Background: an optimization exercise with open tools, aiming at a short achievable clock period and few clock cycles per item. Do not read the settings as production practice.
The RTL was checked by simulation tests, not by an equivalence proof against the original design.
Power is estimated from default activity; no workload was simulated.

==> flow/design.v (outline; a module is shown in full before it is edited, if it fits) <==
// module fp_mul_pipe: 2001 lines
module fp_mul_pipe
#(
  parameter int EXP_W = 8,
  parameter int MAN_W = 23,
  localparam int W = 1 + EXP_W + MAN_W
) (
  input  logic         clk,
  input  logic         reset,
  input  logic         in_valid,
  output logic         in_ready,
  input  logic         rnd_mode,
  input  logic [W-1:0] a,
  input  logic [W-1:0] b,
  output logic         out_valid,
  input  logic         out_ready,
  output logic [W-1:0] c,
  output logic         ovf,
  output logic         unf,
  output logic         inv
);
  // ...
==> flow/run.sh <==
#!/bin/bash
# synth_recipe.tcl (not shown) runs the flow's synth.tcl, then flattens the netlist and writes it again
# the make line also repeats each setting of config.mk as NAME=value (left out here)
make -C /OpenROAD-flow-scripts/flow DESIGN_CONFIG=/design/flow/config.mk WORK_HOME=/design/flow/orfs CLKGATE_MAP_FILE= SYNTH_SCRIPT=/design/flow/synth_recipe.tcl finish
==> flow/config.mk <==
export PLATFORM = sky130hd
export DESIGN_NAME = fp_mul_pipe
export DESIGN_NICKNAME = fp_mul_pipe
export VERILOG_FILES = /design/flow/design.v
export SDC_FILE = /design/flow/constraint.sdc
export NUM_CORES = 4
export LEC_CHECK = 0
export ABC_CLOCK_PERIOD_IN_PS = 4000
export CAP_MARGIN = 20
export CORE_MARGIN = 2
export CORE_UTILIZATION = 40
export SETUP_SLACK_MARGIN = 4
export SLEW_MARGIN = 20
==> flow/constraint.sdc <==
create_clock -name core_clock -period 8.5 [get_ports {clk}]
set_input_delay 1.7000 -clock core_clock [delete_from_list [all_inputs] [get_ports {clk}]]
set_output_delay 1.7000 -clock core_clock [all_outputs]
set_load 0.01 [all_outputs]
==> impl_results.md, run 1 <==
- Clock Power: 0.000711 W
- Buffer share of cell area: 20.33%
- Largest net degree at the start of global routing: 86
- Worst path slowest cell: mux2_4
- FF-to-FF setup slack: 6520 ps
- Final wirelength: 117700 µm
- FF/Latch Area: 0.003714 mm²
- Synth Area in Compound Gates: 28.69%
- Hold_buf cts: 0
- Main combinational cell family by area after synthesis: adder cells
- Adder-cell area share of the yosys netlist: 28.83%
- Comb. pwr: 0.00846 W
- Finished Core Util: 56.24%
- Cells after DPL: 4147
- CP endpoint: c[15]
- Vias in the first global route: 26950
- Worst hold path endpoint: r_t13_0
- Clock latency on the worst-skew pair: 430 ps
- CP max FO: 7
- Setup_tns: 0 ps
- Clock buffer count: 18
- Port bufs: 105
- Postcts setup bufs: 212
- Met1 usage: 40.21%
- Status: timing/DRC/antenna clean
- # IOs: 106
- Final HPWL from detailed placement: 63140 µm
Testbench counts, summed over its fixed seeds: cycles 8,008, items 8,000.
==> inputs of run 2 (changes only) <==
--- a/flow/config.mk
+++ b/flow/config.mk
@@ -7,3 +7,2 @@
 export LEC_CHECK = 0
-export ABC_CLOCK_PERIOD_IN_PS = 4000
 export CAP_MARGIN = 20
@@ -11,3 +10,2 @@
 export CORE_UTILIZATION = 40
-export SETUP_SLACK_MARGIN = 4
 export SLEW_MARGIN = 20
==> impl_results.md, run 2 <==
- Hold Crit Start: out_valid_q (unchanged)
- Starting Density: 40.26% (unchanged)
- LEAKAGE: 11.20 nW (was 14.74 nW)
- Layout Skew: 13.22 ps (was 13.76 ps)
- RSZ-0062 raised after global routing: no (was yes)
- Total grt overflow: 0 (unchanged)
- Vias in the first global route: 22730 (was 26950)
- DP Worst Slack: 1885 ps (was 1844 ps)
- Sw Ratio: 48.50% (was 48.61%)
- Peak supply drop: 192.3 µV (was 237.0 µV)
- Row count: 94 (unchanged)
- Cell internal pwr: 0.004548 W (was 0.005420 W)
- CP Data Arrival Time: 6430 ps (was 3760 ps)
- NetSw: 0.004283 W (was 0.005126 W)
- Status: timing/DRC/antenna clean (unchanged)
- Worst reg2reg endpoint: r_s (was r_ef0[5])
- Synth Cell Area: 0.02637 mm² (unchanged)
- TritonCTS clock tree: yes (unchanged)
- Worst reg2reg path startpoint: out_valid_q (unchanged)
- Endpoint class of the critical path: flop (was output pin)
- Relative slew slack: 32.45% (was 32.80%)
- Avg Cell Area, Syn: 7.576 µm² (unchanged)
- PwrDens: 313.6 mW/mm² (was 286.2 mW/mm²)
- FF-to-FF setup slack: 6370 ps (was 6520 ps)
- HP Class: reg -> reg (unchanged)
- Port bufs: 105 (unchanged)
- Max cap viols: 0 (unchanged)
- Setup_tns: 0 ps (unchanged)
- #FFs+latches synth: 124 (unchanged)
- Min Tclk post-route: 6269 ps (was 5464 ps)
- YS warnings: 1 (unchanged)
- # IOs: 106 (unchanged)
- Hold path cells: 2 (was 1)
- Largest net degree at the start of global routing: 77 (was 86)
- Layout net count: 3795 (was 4153)
- Die height: 260.8 µm (unchanged)
- First-pass GRT wire length: 135600 µm (was 166100 µm)
- CTS clock-pin slew for the worst setup and hold paths: 60 ps (about the same)
- Final hold vios: 0 (unchanged)
- Area delta synth->final: 6.766% (was 39.72%)
- Async S/R FF share, synth: 0% (unchanged)
- Worst hold path endpoint: out_valid_q (was r_t13_0)
- Ys flop type: edfxtp_1 (unchanged)
- CP max FO: 19 (was 7)
- Worst-Margin Slew: 1012 ps (was 1008 ps)
- Vias per cell: 5.932 (was 6.393)
- Final Cell Area: 0.02816 mm² (was 0.03685 mm²)
- Num CTS Buffers: 17 (unchanged)
- Number of synthesized flops with an enable pin: 123 (unchanged)
- Req. time, crit path: 8660 ps (was 6800 ps)
- Commonest non-fill, non-tap cells in the layout: 379 x nor2_1, 344 x a21oi_1, 327 x o21ai_0 (was 351 x nor2_1, 313 x a21oi_1, 266 x nand2_1)
- Post-CTS sizing: 0 (was 1004)
- CTS sink count: 124 (unchanged)
- Post-placement cell area: 0.02754 mm² (was 0.02783 mm²)
- Cells after DPL: 4156 (was 4147)
- Wire length per cell: 20.86 µm (was 25.89 µm)
- Postcts setup bufs: 0 (was 212)
- Most common cell in the netlist: nor2_1 (unchanged)
- Combinational share of power: 76.1% (was 80.2%)
- Fmax: 0.1595 GHz (was 0.1830 GHz)
- Fin crit share: 73.75% (was 64.28%)
- Final HPWL from detailed placement: 63880 µm (was 63140 µm)
- CP Cell Sequence: clkdlybuf4s50_1 -> nand2_1 -> a211oi_1 -> o21ai_0 -> fa_1 -> fa_1 -> fa_1 -> fa_1 -> fa_1 -> inv_1 -> fa_1 (was ha_1 -> a41o_1 -> a211o_1 -> a211oi_4 -> nor3_4 -> o31ai_4 -> mux2_4 -> nor3_4 -> buf_6 -> buf_8 -> buf_16 -> a32oi_2 -> buf_2)
- Cell mode on critical path: fa_1 (was nor3_4)
- CTS max path bufs: 2 (unchanged)
- Hold_buf cts: 0 (unchanged)
- Mapped Cells: 3481 (unchanged)
- Die Wd: 260.8 µm (unchanged)
- DRC: 0 (unchanged)
- Vias: 24850 (was 29070)
- Share of layout cells above drive strength 1: 5.325% (was 31.50%)
- Count of cell types in the netlist: 83 (unchanged)
- Placer Congestion: 0.9617 (was 0.9518)
- Core Area: 0.06551 mm² (unchanged)
- Startpoint types: input port (was flop)
- Worst path max stage delay: 920 ps (was 380 ps)
- Final wirelength: 87390 µm (was 117700 µm)
- Most common cell after layout, fill and taps aside: nor2_1 (unchanged)
- Worst r2r path cells: 2 (was 3)
- # setup viols final: 0 (unchanged)
- Post-route antenna net violation count: 0 (unchanged)
- Area leader, netlist: fa_1 (unchanged)
- Top cells by area, synth: fa_1 21%, edfxtp_1 14%, ha_1 6.7% (unchanged)
- Top flop regs: r_ef0: 8 flops, r_ef1: 8 flops (unchanged)
- Root Buffer: clkbuf_16 (unchanged)
- Worst path slowest cell: clkdlybuf4s50_1 (was mux2_4)
- Fin cells: 4189 (was 4547)
- Kind of critical path: in -> reg (was reg -> out)
- Syn nets: 3965 (unchanged)
- Leading cell types by count after synthesis: 382 x nor2_1, 344 x a21oi_1, 327 x o21ai_0 (unchanged)
- Max Slew Vio Count: 0 (unchanged)
- Clk pwr share: 8.5% (was 6.7%)
- All-Layer GR Usage: 25.47% (was 32.15%)
- Initial DRT Pass Iterations: 6 (was 10)
- Post-synthesis sequential area ratio: 14.08% (unchanged)
- Clock latency on the worst-skew pair: 430 ps (about the same)
- Initial antenna violation count: 1 (was 5)
- Initial DRC Count: 2865 (was 4519)
- Top-area cell type share of the netlist area: 20.72% (unchanged)
- Full die area: 0.06800 mm² (unchanged)
- H-Tree Depth: 4 (unchanged)
- Register share of total power: 15.4% (was 13.0%)
- Slack of the critical path: 2231 ps (was 3036 ps)
[run 2: worst max path at each step]
stage,slack [ps],cells past startpoint,end,from
CTS,2210,12,c[12],r_t2_0
global placement,1930,11,r_t29_1,b[14]
floorplan,2040,1,in_ready,out_ready
global route,2010,12,c[5],r_t12_1
finish,2230,11,r_t29_1,b[14]
detailed placement,1890,11,r_t29_1,b[14]
[run 2: kinds of logic (layout without fill, tap and decap cells)]
family | Yosys count | count (layout) | synth area share (%)
AO/OA/AOI/OAI | 1210 | 1210 | 28.69
AND/OR/NAND/NOR | 924 | 924 | 15.38
buffers and inverters | 673 | 516 | 9.650
adder cells (fa/ha/maj) | 451 | 451 | 28.83
flip-flops | 124 | 124 | 14.08
XOR/XNOR | 88 | 88 | 2.923
multiplexers | 11 | 11 | 0.4507
other | 0 | 1 | 0
[run 2: through the flow]
stage	hold WS (ps)	util, %	total power (W)
global route	1109	42.98	0.009795
global placement	1031	42.04	0.007970
detailed placement	1026	42.04	0.008054
CTS	1036	42.98	0.008846
floorplan	1769	-	0.005991
finish	995.4	42.98	0.008831
[run 2: worst max-delay path: cells and delay by family]
family,cells,cell delay [ps]
AOI/OAI and AO/OA,2,520
and+or+nand+nor,1,580
adders and majority gates,6,2620
buffers and inverters,2,1000
[run 2: final cells by class]
| cell class | count | area, µm² |
|---|---|---|
| inverter | 307 | 1152 |
| sequential | 124 | 3714 |
| antenna | 1 | 2.502 |
| clock buffer | 18 | 429.2 |
| timing repair buffer | 177 | 1459 |
| tap | 864 | 1081 |
| fill | 6622 | 37350 |
| clock inverter | 14 | 183.9 |
| multi-input combinational | 2684 | 20130 |
[run 2: per-layer routing]
layer / part of all wire [%] / GRT usage [%] / routed length [µm] / up-vias
li1: - / - / - / 11810
met1: 45 / 37.09 / 39210 / 11790
met2: 43 / 37.50 / 37220 / 1107
met3: 9.6 / 5.128 / 8390 / 137
met4: 2.9 / 8.365 / 2570 / 0
met5: 0 / 0 / 0 / -
[run 2: power by group through the flow]
stage	clock network (W)	logic (W)	registers, W
2_1_floorplan	0	0.00465	0.00135
3_3_place_gp	0	0.00660	0.00137
3_5_place_dp	0	0.00667	0.00138
4_1_cts	0.000767	0.00671	0.00137
5_1_grt	0.000788	0.00762	0.00139
6_report	0.000748	0.00672	0.00136

[port drivers added, routing unchanged]
In the flow no input, the clock included, has a driving cell. The finished layouts below were timed again as built, in two steps. Step 1 (the two cells are an assumption about what drives the block):
set clk [get_ports {clk}]
set_driving_cell -lib_cell sky130_fd_sc_hd__clkbuf_16 $clk
set_driving_cell -lib_cell sky130_fd_sc_hd__buf_2 [delete_from_list [all_inputs] $clk]
Step 2, shift: input delay + t, output delay - t, t = (earliest + latest rising clock arrival at the registers) / 2. This alone moves slack from input paths to output paths. a / b / c = no drivers / after step 1 / after step 2; a / b = the first two.
run | t, ns | slack for setup (ns) | worst setup path at the end
run 1 | 0.471 | 3.036 / 2.989 / 2.729 | input to register
run 2 | 0.472 | 2.231 / 2.182 / 1.772 | input to register
After both steps every run listed still meets setup and hold. For run 2, which loses most, drivers alone change the setup slack by -0.049 ns; drivers and shift together by -0.459 ns.
